This is an optimization exercise on Yosys and OpenROAD, whose aim is small area, a short achievable clock period and few clock cycles per item, not a production implementation.
At most, simulation tests tie the RTL to the original design; equivalence was not proved.
No activity file was given, so power comes from the tool's default toggle rates.

==> run B <==
==> flow/design.v (excerpt) <==
module sorted_list_insert_delete #(
   parameter int CAPACITY = 16
) (
   input  logic        clock,
   input  logic        reset,
   input  logic        req_tvalid,
   output logic        req_tready,
   input  logic [39:0] req_tdata,    
   output logic        rsp_tvalid,
   input  logic        rsp_tready,
   output logic [39:0] rsp_tdata,    
   output logic        rsp_tlast
);
==> module sli_ctrl, before the edit <==
module sli_ctrl #(
   parameter int Capacity = 16
) (
   input  logic                           clock,
   input  logic                           reset,
   input  logic                           in_valid,
   output logic                           in_ready,
   input  logic [1:0]                     in_action,
   input  logic [sli_pkg::ValueWidth-1:0] in_value,
   output logic                           out_valid,
   input  logic                           out_ready,
   output logic [1:0]                     out_status,
   output logic [sli_pkg::ValueWidth-1:0] out_entry,
   output logic [sli_pkg::CountWidth-1:0] out_count,
   output logic                           out_last
);
   localparam int NW = $clog2(Capacity + 1);
   localparam int VW = sli_pkg::ValueWidth;
   localparam int RW = 2 + VW + NW + 1;      
   logic [VW-1:0]     ent_ff [Capacity];
   logic [NW-1:0]     count_ff;
   logic              iv_ff;
   logic [1:0]        iact_ff;
   logic [VW-1:0]     ival_ff;
   logic              lact_ff;
   logic [NW-1:0]     lrem_ff;
   logic              qv0_ff, qv1_ff;
   logic [RW-1:0]     q0_ff, q1_ff;
   logic              exec, step, rot, ins, del, push, pop;
   logic [Capacity-1:0] vld, lt, eq, top;
   logic              found, full, empty;
   logic [VW-1:0]     vbus;
   logic [RW-1:0]     res;
   function automatic logic [1:0] cmp_lt_eq(input logic [VW-1:0] a, input logic [VW-1:0] b);
      logic [VW-1:0] ua, ub, g, p;
      ua = {~a[VW-1], a[VW-2:0]};
      ub = {~b[VW-1], b[VW-2:0]};
      g = ~ua & ub;
      p = ~(ua ^ ub);
      for (int l = 1; l < VW; l = l * 2) begin
         for (int k = 0; k < VW; k = k + 2 * l) begin
            g[k] = g[k+l] | (p[k+l] & g[k]);
            p[k] = p[k+l] & p[k];
         end
      end
      cmp_lt_eq = {g[0], p[0]};
   endfunction
   assign full  = (count_ff == NW'(Capacity));
   assign empty = (count_ff == '0);
   assign exec = iv_ff && !lact_ff && !qv1_ff;
   assign step = lact_ff && !qv1_ff;
   assign push = exec || step;
   assign pop  = qv0_ff && out_ready;
   assign in_ready = !iv_ff || (!lact_ff && !qv1_ff);
   always_comb begin
      for (int i = 0; i < Capacity; i++) begin
         logic [1:0] c;
         c = cmp_lt_eq(ent_ff[i], ival_ff);
         vld[i] = (NW'(i) < count_ff);
         top[i] = (NW'(i) == count_ff - NW'(1));
         lt[i]  = vld[i] && c[1];
         eq[i]  = vld[i] && c[0];
      end
   end
   assign found = |eq;
   assign ins = exec && (iact_ff == sli_pkg::ACT_INSERT) && !full;
   assign del = exec && (iact_ff == sli_pkg::ACT_DELETE) && found;
   assign rot = step || (exec && (iact_ff == sli_pkg::ACT_LIST) && !empty);
   assign vbus = rot ? ent_ff[0] : ival_ff;
   logic [Capacity-1:0] s_hold, s_dn, s_up, s_v;
   always_comb begin
      for (int i = 0; i < Capacity; i++) begin
         logic below_lt;
         below_lt = (i == 0) ? 1'b1 : lt[(i+Capacity-1)%Capacity];
         s_v[i]  = (ins && !lt[i] && below_lt) || (rot && top[i]);
         s_dn[i] = ins && !lt[i] && !below_lt;
         s_up[i] = ((del && !lt[i]) || (rot && !top[i])) && (i < Capacity - 1);
         s_hold[i] = !(s_v[i] || s_dn[i] || s_up[i]);
      end
   end
   always_ff @(posedge clock) begin
      for (int i = 0; i < Capacity; i++) begin
         ent_ff[i] <= ({VW{s_hold[i]}} & ent_ff[i])
                    | ({VW{s_dn[i]}} & ent_ff[(i+Capacity-1)%Capacity])
                    | ({VW{s_up[i]}} & ent_ff[(i+1)%Capacity])
                    | ({VW{s_v[i]}} & vbus);
      end
   end
   always_comb begin
      logic [1:0]    st;
      logic [NW-1:0] cn;
      logic          last;
      st = sli_pkg::ST_OK; cn = count_ff; last = 1'b1;
      if (step) begin
         last = (lrem_ff == NW'(1));
      end else begin
         case (iact_ff)
            sli_pkg::ACT_INSERT: begin
               if (full) st = sli_pkg::ST_FULL;
               else cn = count_ff + NW'(1);
            end
            sli_pkg::ACT_DELETE: begin
               if (empty) st = sli_pkg::ST_EMPTY;
               else if (!found) st = sli_pkg::ST_NOTFOUND;
               else cn = count_ff - NW'(1);
            end
            sli_pkg::ACT_LIST: begin
               if (empty) st = sli_pkg::ST_EMPTY;
               else last = (count_ff == NW'(1));
            end
            default: ;
         endcase
      end
      res = {last, cn, rot ? ent_ff[0] : VW'(0), st};
   end
   always_ff @(posedge clock) begin
      if (reset) begin
         count_ff <= '0; iv_ff <= 1'b0; lact_ff <= 1'b0;
         qv0_ff <= 1'b0; qv1_ff <= 1'b0;
      end else begin
         if (in_valid && in_ready) iv_ff <= 1'b1;
         else if (exec) iv_ff <= 1'b0;
         if (ins) count_ff <= count_ff + NW'(1);
         if (del) count_ff <= count_ff - NW'(1);
         if (exec) lact_ff <= (iact_ff == sli_pkg::ACT_LIST) && (count_ff > NW'(1));
         else if (step && lrem_ff == NW'(1)) lact_ff <= 1'b0;
         if (pop) begin
            qv0_ff <= qv1_ff || push;
            qv1_ff <= qv1_ff && push;
         end else if (!qv0_ff) begin
            qv0_ff <= push;
         end else if (push) begin
            qv1_ff <= 1'b1;
         end
      end
      if (in_valid && in_ready) begin
         iact_ff <= in_action; ival_ff <= in_value;
      end
      if (exec) lrem_ff <= count_ff - NW'(1);
      else if (step) lrem_ff <= lrem_ff - NW'(1);
      if (pop) begin
         q0_ff <= qv1_ff ? q1_ff : res;
         q1_ff <= res;
      end else if (!qv0_ff) begin
         q0_ff <= res;
      end else if (!qv1_ff) begin
         q1_ff <= res;
      end
   end
   assign out_valid  = qv0_ff;
   assign out_status = q0_ff[1:0];
   assign out_entry  = q0_ff[VW+1:2];
   assign out_count  = sli_pkg::CountWidth'(q0_ff[RW-2:VW+2]);
   assign out_last   = q0_ff[RW-1];
endmodule
export LEC_CHECK = 0
export ABC_CLOCK_PERIOD_IN_PS = 3000
export CAP_MARGIN = 20
export CORE_MARGIN = 2
export CORE_UTILIZATION = 40
export SETUP_SLACK_MARGIN = 3.0
export SLEW_MARGIN = 20
create_clock -name core_clock -period 6.0 [get_ports {clock}]
run.sh (not shown) runs the stock make flow with config.mk's settings and CLKGATE_MAP_FILE= SYNTH_SCRIPT=/design/flow/synth_recipe.tcl, a recipe that flattens the netlist after the stock synthesis.
==> inputs of run K, as changes to run B <==
--- a/flow/design.v
+++ b/flow/design.v
@@ -56,2 +56,3 @@
    logic [NW-1:0]     count_ff;
+   logic [Capacity-1:0] vld_ff;              
    logic              iv_ff;
@@ -59,2 +60,9 @@
    logic [VW-1:0]     ival_ff;
+   logic              cv_ff;
+   logic [1:0]        cact_ff;
+   logic [VW-1:0]     cval_ff;
+   logic [Capacity-1:0] clt_ff, ceq_ff;      
+   logic              cins_ff, cdel_ff, crot_ff;   
+   logic              exec_ff, step_ff, cload_ff, ins_ff, delr_ff, rot_ff;
+   logic              rdy_ff;
    logic              lact_ff;
@@ -63,5 +71,6 @@
    logic [RW-1:0]     q0_ff, q1_ff;
-   logic              exec, step, rot, ins, del, push, pop;
-   logic [Capacity-1:0] vld, lt, eq, top;
-   logic              found, full, empty;
+   logic              exec, step, rot, ins, del, push, pop, cload;
+   logic [Capacity-1:0] vld, lt, top, rlt, req, nvld;
+   logic              full, empty, vlt, veq, found;
+   logic [NW-1:0]     ncount;
    logic [VW-1:0]     vbus;
@@ -69,22 +78,23 @@
    function automatic logic [1:0] cmp_lt_eq(input logic [VW-1:0] a, input logic [VW-1:0] b);
-      logic [VW-1:0] ua, ub, g, p;
+      logic [VW-1:0] ua, ub, k, p;
       ua = {~a[VW-1], a[VW-2:0]};
       ub = {~b[VW-1], b[VW-2:0]};
-      g = ~ua & ub;
+      k = ua & ~ub;
       p = ~(ua ^ ub);
       for (int l = 1; l < VW; l = l * 2) begin
-         for (int k = 0; k < VW; k = k + 2 * l) begin
-            g[k] = g[k+l] | (p[k+l] & g[k]);
-            p[k] = p[k+l] & p[k];
+         for (int j = 0; j < VW; j = j + 2 * l) begin
+            k[j] = k[j+l] | (p[j+l] & k[j]);
+            p[j] = p[j+l] & p[j];
          end
       end
-      cmp_lt_eq = {g[0], p[0]};
+      cmp_lt_eq = {~k[0] & ~p[0], p[0]};
    endfunction
-   assign full  = (count_ff == NW'(Capacity));
-   assign empty = (count_ff == '0);
-   assign exec = iv_ff && !lact_ff && !qv1_ff;
-   assign step = lact_ff && !qv1_ff;
-   assign push = exec || step;
-   assign pop  = qv0_ff && out_ready;
-   assign in_ready = !iv_ff || (!lact_ff && !qv1_ff);
+   assign full  = vld_ff[Capacity-1];
+   assign empty = !vld_ff[0];
+   assign exec  = exec_ff;
+   assign step  = step_ff;
+   assign push  = exec || step;
+   assign pop   = qv0_ff && out_ready;
+   assign cload = cload_ff;
+   assign in_ready = rdy_ff;
    always_comb begin
@@ -92,14 +102,19 @@
          logic [1:0] c;
+         vld[i] = vld_ff[i];
+         top[i] = vld_ff[i] && ((i == Capacity - 1) || !vld_ff[(i+1)%Capacity]);
+         lt[i]  = clt_ff[i];
          c = cmp_lt_eq(ent_ff[i], ival_ff);
-         vld[i] = (NW'(i) < count_ff);
-         top[i] = (NW'(i) == count_ff - NW'(1));
-         lt[i]  = vld[i] && c[1];
-         eq[i]  = vld[i] && c[0];
-      end
-   end
-   assign found = |eq;
-   assign ins = exec && (iact_ff == sli_pkg::ACT_INSERT) && !full;
-   assign del = exec && (iact_ff == sli_pkg::ACT_DELETE) && found;
-   assign rot = step || (exec && (iact_ff == sli_pkg::ACT_LIST) && !empty);
-   assign vbus = rot ? ent_ff[0] : ival_ff;
+         rlt[i] = c[1];
+         req[i] = c[0];
+      end
+   end
+   assign found = |ceq_ff;
+   assign ins = ins_ff;
+   assign del = delr_ff && found;
+   assign rot = rot_ff;
+   assign ncount = ins ? count_ff + NW'(1) : del ? count_ff - NW'(1) : count_ff;
+   always_comb begin
+      nvld = ins ? {vld[Capacity-2:0], 1'b1} : del ? {1'b0, vld[Capacity-1:1]} : vld;
+   end
+   assign vbus = rot ? ent_ff[0] : cval_ff;
    logic [Capacity-1:0] s_hold, s_dn, s_up, s_v;
@@ -122,2 +137,44 @@
       end
+   end
+   logic [Capacity-1:0] src_lt, src_eq;
+   always_comb begin
+      logic [1:0] c;
+      c = cmp_lt_eq(cval_ff, ival_ff);
+      src_lt = cload ? rlt : clt_ff;
+      src_eq = cload ? req : ceq_ff;
+      vlt = rot ? src_lt[0] : c[1];
+      veq = rot ? src_eq[0] : c[0];
+   end
+   logic [Capacity-1:0] mlt, meq;
+   always_comb begin
+      for (int i = 0; i < Capacity; i++) begin
+         mlt[i] = ((s_hold[i] & src_lt[i])
+                 | (s_dn[i] & src_lt[(i+Capacity-1)%Capacity])
+                 | (s_up[i] & src_lt[(i+1)%Capacity])
+                 | (s_v[i] & vlt)) & nvld[i];
+         meq[i] = ((s_hold[i] & src_eq[i])
+                 | (s_dn[i] & src_eq[(i+Capacity-1)%Capacity])
+                 | (s_up[i] & src_eq[(i+1)%Capacity])
+                 | (s_v[i] & veq)) & nvld[i];
+      end
+   end
+   always_ff @(posedge clock) begin
+      clt_ff <= mlt;
+      ceq_ff <= meq;
+      cins_ff <= ncins; cdel_ff <= ncdel; crot_ff <= ncrot;
+   end
+   logic niv, ncv, nlact, nqv1, ncins, ncdel, ncrot, nexec, nstep;
+   always_comb begin
+      ncins = cload ? (iact_ff == sli_pkg::ACT_INSERT) && !nvld[Capacity-1] : cins_ff;
+      ncdel = cload ? (iact_ff == sli_pkg::ACT_DELETE) : cdel_ff;
+      ncrot = cload ? (iact_ff == sli_pkg::ACT_LIST) && nvld[0] : crot_ff;
+      niv = (in_valid && in_ready) || (iv_ff && !cload);
+      ncv = cload || (cv_ff && !exec);
+      if (exec) nlact = crot_ff && (count_ff > NW'(1));
+      else if (step && lrem_ff == NW'(1)) nlact = 1'b0;
+      else nlact = lact_ff;
+      if (pop) nqv1 = qv1_ff && push;
+      else nqv1 = qv1_ff || (qv0_ff && push);
+      nexec = ncv && !nlact && !nqv1;
+      nstep = nlact && !nqv1;
    end
@@ -131,3 +188,3 @@
       end else begin
-         case (iact_ff)
+         case (cact_ff)
             sli_pkg::ACT_INSERT: begin
@@ -152,11 +209,22 @@
       if (reset) begin
-         count_ff <= '0; iv_ff <= 1'b0; lact_ff <= 1'b0;
-         qv0_ff <= 1'b0; qv1_ff <= 1'b0;
+         count_ff <= '0; vld_ff <= '0; iv_ff <= 1'b0; cv_ff <= 1'b0; lact_ff <= 1'b0;
+         qv0_ff <= 1'b0; qv1_ff <= 1'b0; rdy_ff <= 1'b1;
+         exec_ff <= 1'b0; step_ff <= 1'b0; cload_ff <= 1'b0;
+         ins_ff <= 1'b0; delr_ff <= 1'b0; rot_ff <= 1'b0;
       end else begin
+         exec_ff <= nexec;
+         step_ff <= nstep;
+         cload_ff <= niv && (!ncv || nexec);
+         ins_ff <= nexec && ncins;
+         delr_ff <= nexec && ncdel;
+         rot_ff <= nstep || (nexec && ncrot);
+         rdy_ff <= !niv || !ncv || (!nlact && !nqv1);
          if (in_valid && in_ready) iv_ff <= 1'b1;
-         else if (exec) iv_ff <= 1'b0;
+         else if (cload) iv_ff <= 1'b0;
+         if (cload) cv_ff <= 1'b1;
+         else if (exec) cv_ff <= 1'b0;
+         vld_ff <= nvld;
          if (ins) count_ff <= count_ff + NW'(1);
          if (del) count_ff <= count_ff - NW'(1);
-         if (exec) lact_ff <= (iact_ff == sli_pkg::ACT_LIST) && (count_ff > NW'(1));
-         else if (step && lrem_ff == NW'(1)) lact_ff <= 1'b0;
+         lact_ff <= nlact;
          if (pop) begin
@@ -172,2 +240,5 @@
          iact_ff <= in_action; ival_ff <= in_value;
+      end
+      if (cload) begin
+         cact_ff <= iact_ff; cval_ff <= ival_ff;
       end
- ABC_CLOCK_PERIOD_IN_PS: 3000 -> unset
- CORE_UTILIZATION: 40 -> 60
- SETUP_SLACK_MARGIN: 3.0 -> 3.5
==> inputs of run P, as changes to run B <==
--- a/flow/design.v
+++ b/flow/design.v
@@ -59,2 +59,6 @@
    logic [VW-1:0]     ival_ff;
+   logic              cv_ff;
+   logic [1:0]        cact_ff;
+   logic [VW-1:0]     cval_ff;
+   logic [Capacity-1:0] clt_ff, ceq_ff;      
    logic              lact_ff;
@@ -63,5 +67,5 @@
    logic [RW-1:0]     q0_ff, q1_ff;
-   logic              exec, step, rot, ins, del, push, pop;
-   logic [Capacity-1:0] vld, lt, eq, top;
-   logic              found, full, empty;
+   logic              exec, step, rot, ins, del, push, pop, cload;
+   logic [Capacity-1:0] vld, lt, eq, top, rlt, req;
+   logic              found, full, empty, vlt, veq;
    logic [VW-1:0]     vbus;
@@ -84,7 +88,8 @@
    assign empty = (count_ff == '0);
-   assign exec = iv_ff && !lact_ff && !qv1_ff;
-   assign step = lact_ff && !qv1_ff;
-   assign push = exec || step;
-   assign pop  = qv0_ff && out_ready;
-   assign in_ready = !iv_ff || (!lact_ff && !qv1_ff);
+   assign exec  = cv_ff && !lact_ff && !qv1_ff;
+   assign step  = lact_ff && !qv1_ff;
+   assign push  = exec || step;
+   assign pop   = qv0_ff && out_ready;
+   assign cload = iv_ff && (!cv_ff || exec);
+   assign in_ready = !iv_ff || !cv_ff || exec;
    always_comb begin
@@ -92,7 +97,9 @@
          logic [1:0] c;
-         c = cmp_lt_eq(ent_ff[i], ival_ff);
          vld[i] = (NW'(i) < count_ff);
          top[i] = (NW'(i) == count_ff - NW'(1));
-         lt[i]  = vld[i] && c[1];
-         eq[i]  = vld[i] && c[0];
+         lt[i]  = vld[i] && clt_ff[i];
+         eq[i]  = vld[i] && ceq_ff[i];
+         c = cmp_lt_eq(ent_ff[i], ival_ff);
+         rlt[i] = c[1];
+         req[i] = c[0];
       end
@@ -100,6 +107,6 @@
    assign found = |eq;
-   assign ins = exec && (iact_ff == sli_pkg::ACT_INSERT) && !full;
-   assign del = exec && (iact_ff == sli_pkg::ACT_DELETE) && found;
-   assign rot = step || (exec && (iact_ff == sli_pkg::ACT_LIST) && !empty);
-   assign vbus = rot ? ent_ff[0] : ival_ff;
+   assign ins = exec && (cact_ff == sli_pkg::ACT_INSERT) && !full;
+   assign del = exec && (cact_ff == sli_pkg::ACT_DELETE) && found;
+   assign rot = step || (exec && (cact_ff == sli_pkg::ACT_LIST) && !empty);
+   assign vbus = rot ? ent_ff[0] : cval_ff;
    logic [Capacity-1:0] s_hold, s_dn, s_up, s_v;
@@ -121,2 +128,23 @@
                     | ({VW{s_v[i]}} & vbus);
+      end
+   end
+   logic [Capacity-1:0] src_lt, src_eq;
+   always_comb begin
+      logic [1:0] c;
+      c = cmp_lt_eq(cval_ff, ival_ff);
+      src_lt = cload ? rlt : clt_ff;
+      src_eq = cload ? req : ceq_ff;
+      vlt = rot ? src_lt[0] : c[1];
+      veq = rot ? src_eq[0] : c[0];
+   end
+   always_ff @(posedge clock) begin
+      for (int i = 0; i < Capacity; i++) begin
+         clt_ff[i] <= (s_hold[i] & src_lt[i])
+                    | (s_dn[i] & src_lt[(i+Capacity-1)%Capacity])
+                    | (s_up[i] & src_lt[(i+1)%Capacity])
+                    | (s_v[i] & vlt);
+         ceq_ff[i] <= (s_hold[i] & src_eq[i])
+                    | (s_dn[i] & src_eq[(i+Capacity-1)%Capacity])
+                    | (s_up[i] & src_eq[(i+1)%Capacity])
+                    | (s_v[i] & veq);
       end
@@ -131,3 +159,3 @@
       end else begin
-         case (iact_ff)
+         case (cact_ff)
             sli_pkg::ACT_INSERT: begin
@@ -152,3 +180,3 @@
       if (reset) begin
-         count_ff <= '0; iv_ff <= 1'b0; lact_ff <= 1'b0;
+         count_ff <= '0; iv_ff <= 1'b0; cv_ff <= 1'b0; lact_ff <= 1'b0;
          qv0_ff <= 1'b0; qv1_ff <= 1'b0;
@@ -156,6 +184,8 @@
          if (in_valid && in_ready) iv_ff <= 1'b1;
-         else if (exec) iv_ff <= 1'b0;
+         else if (cload) iv_ff <= 1'b0;
+         if (cload) cv_ff <= 1'b1;
+         else if (exec) cv_ff <= 1'b0;
          if (ins) count_ff <= count_ff + NW'(1);
          if (del) count_ff <= count_ff - NW'(1);
-         if (exec) lact_ff <= (iact_ff == sli_pkg::ACT_LIST) && (count_ff > NW'(1));
+         if (exec) lact_ff <= (cact_ff == sli_pkg::ACT_LIST) && (count_ff > NW'(1));
          else if (step && lrem_ff == NW'(1)) lact_ff <= 1'b0;
@@ -172,2 +202,5 @@
          iact_ff <= in_action; ival_ff <= in_value;
+      end
+      if (cload) begin
+         cact_ff <= iact_ff; cval_ff <= ival_ff;
       end
- ABC_CLOCK_PERIOD_IN_PS: 3000 -> 2500
- SETUP_SLACK_MARGIN: 3.0 -> 3.5
==> notes <==
Between run P and run B, the lower clock skew is in run B (gap 0.0060 ns). Register-to-register slack, highest first: run K, run P, run B. Between run K and run B, the lower maximum frequency is in run B (gap about 25%, measured against run B). The highest clock-buffer cell count belongs to run P, the lowest to run B. Die area: run K is smaller than run B (about 32%). Non-clock buffer count: run P > run B > run K. Of run P and run K, run P has the higher via count (gap 6.7%, measured against run K). Setup slack, highest first: run K, run P, run B. The highest clock power belongs to run K, the lowest to run B. Area after synthesis: run B < run K < run P.
==> figures <==
item                                                                   run K       run P       run B
Run status                                  no timing/DRC/antenna violations  no timing/DRC/antenna violations  no timing/DRC/antenna violations
# resized after CTS                                                      277         837         246
Final Total Pwr                                                      19.9 mW     17.5 mW     18.1 mW
Top layer reached by signal wires                                       met4        met4        met5
Worst path bufs/invs                                                       4           3           6
Initial antenna violation count                                            0           6           3
Total Die Area                                                     73000 um2  110000 um2  108000 um2
Switching power                                                      7.68 mW     6.35 mW     6.76 mW
Post-route clock period utilization                                    0.515       0.548       0.643
DR WL met2                                                          69500 um    83400 um    73100 um
HPWL reported at the end of detailed placement                     109000 um   121000 um   117000 um
Leakage power summed over all cells                                  22.3 nW     22.9 nW     21.3 nW
Transition time at the pin with the least slew margin                1.10 ns    0.947 ns     1.09 ns
Aggregate routed wire length                                       163000 um   201000 um   168000 um
Number of distinct library cells after synthesis                          86          90          92
GR met1 Demand/Resource                                                0.580       0.424       0.394
Cell internal power dissipation                                      12.2 mW     11.2 mW     11.4 mW
Fraction of final layout cells with drive strength greater than 1      0.144       0.208       0.133
Relative area of clock buffers and inverters in the final design      0.0563      0.0477      0.0531
Critical path peak fanout                                                  8          17          18
Final layout net count                                                  5532        5798        5785
Testbench counts of run K, summed over its fixed seeds: cycles 6,685, items 3,200.
Function not checked in run B and run P: the RTL went through the layout flow alone.

-- separate check: timing with driven ports --
The flow's constraints put no driver on any port. The routed layouts listed below were extracted and timed again, unchanged, in two steps.
Step 1: set_driving_cell puts a clkbuf_16 on clock and a buf_2 on each other input, an assumption about the parent block.
Step 2 adds t to the input delays and takes it off the output delays; t is the mean of the earliest and latest rising clock arrival at the registers after step 1. Input paths then give back, and output paths get back, about the clock's delay inside the block.
a / b / c = ideal / step 1 / step 2; a / b = the first two.
| run | shift t [ns] | slack for setup (ns) | worst setup path at the end | clock arrival spread, ns | worst slew at a driven data input, ns |
|---|---|---|---|---|---|
| run B | 0.736 | 2.140 / 2.140 / 2.140 | register to register | 0.034 / 0.034 | 0.05 |
| run K | 0.708 | 2.909 / 2.909 / 2.909 | register to register | 0.031 / 0.031 | 0.05 |
| run P | 0.741 | 2.710 / 2.710 / 2.710 | register to register | 0.040 / 0.040 | 0.04 |
After both steps setup and hold are still met in every run listed.
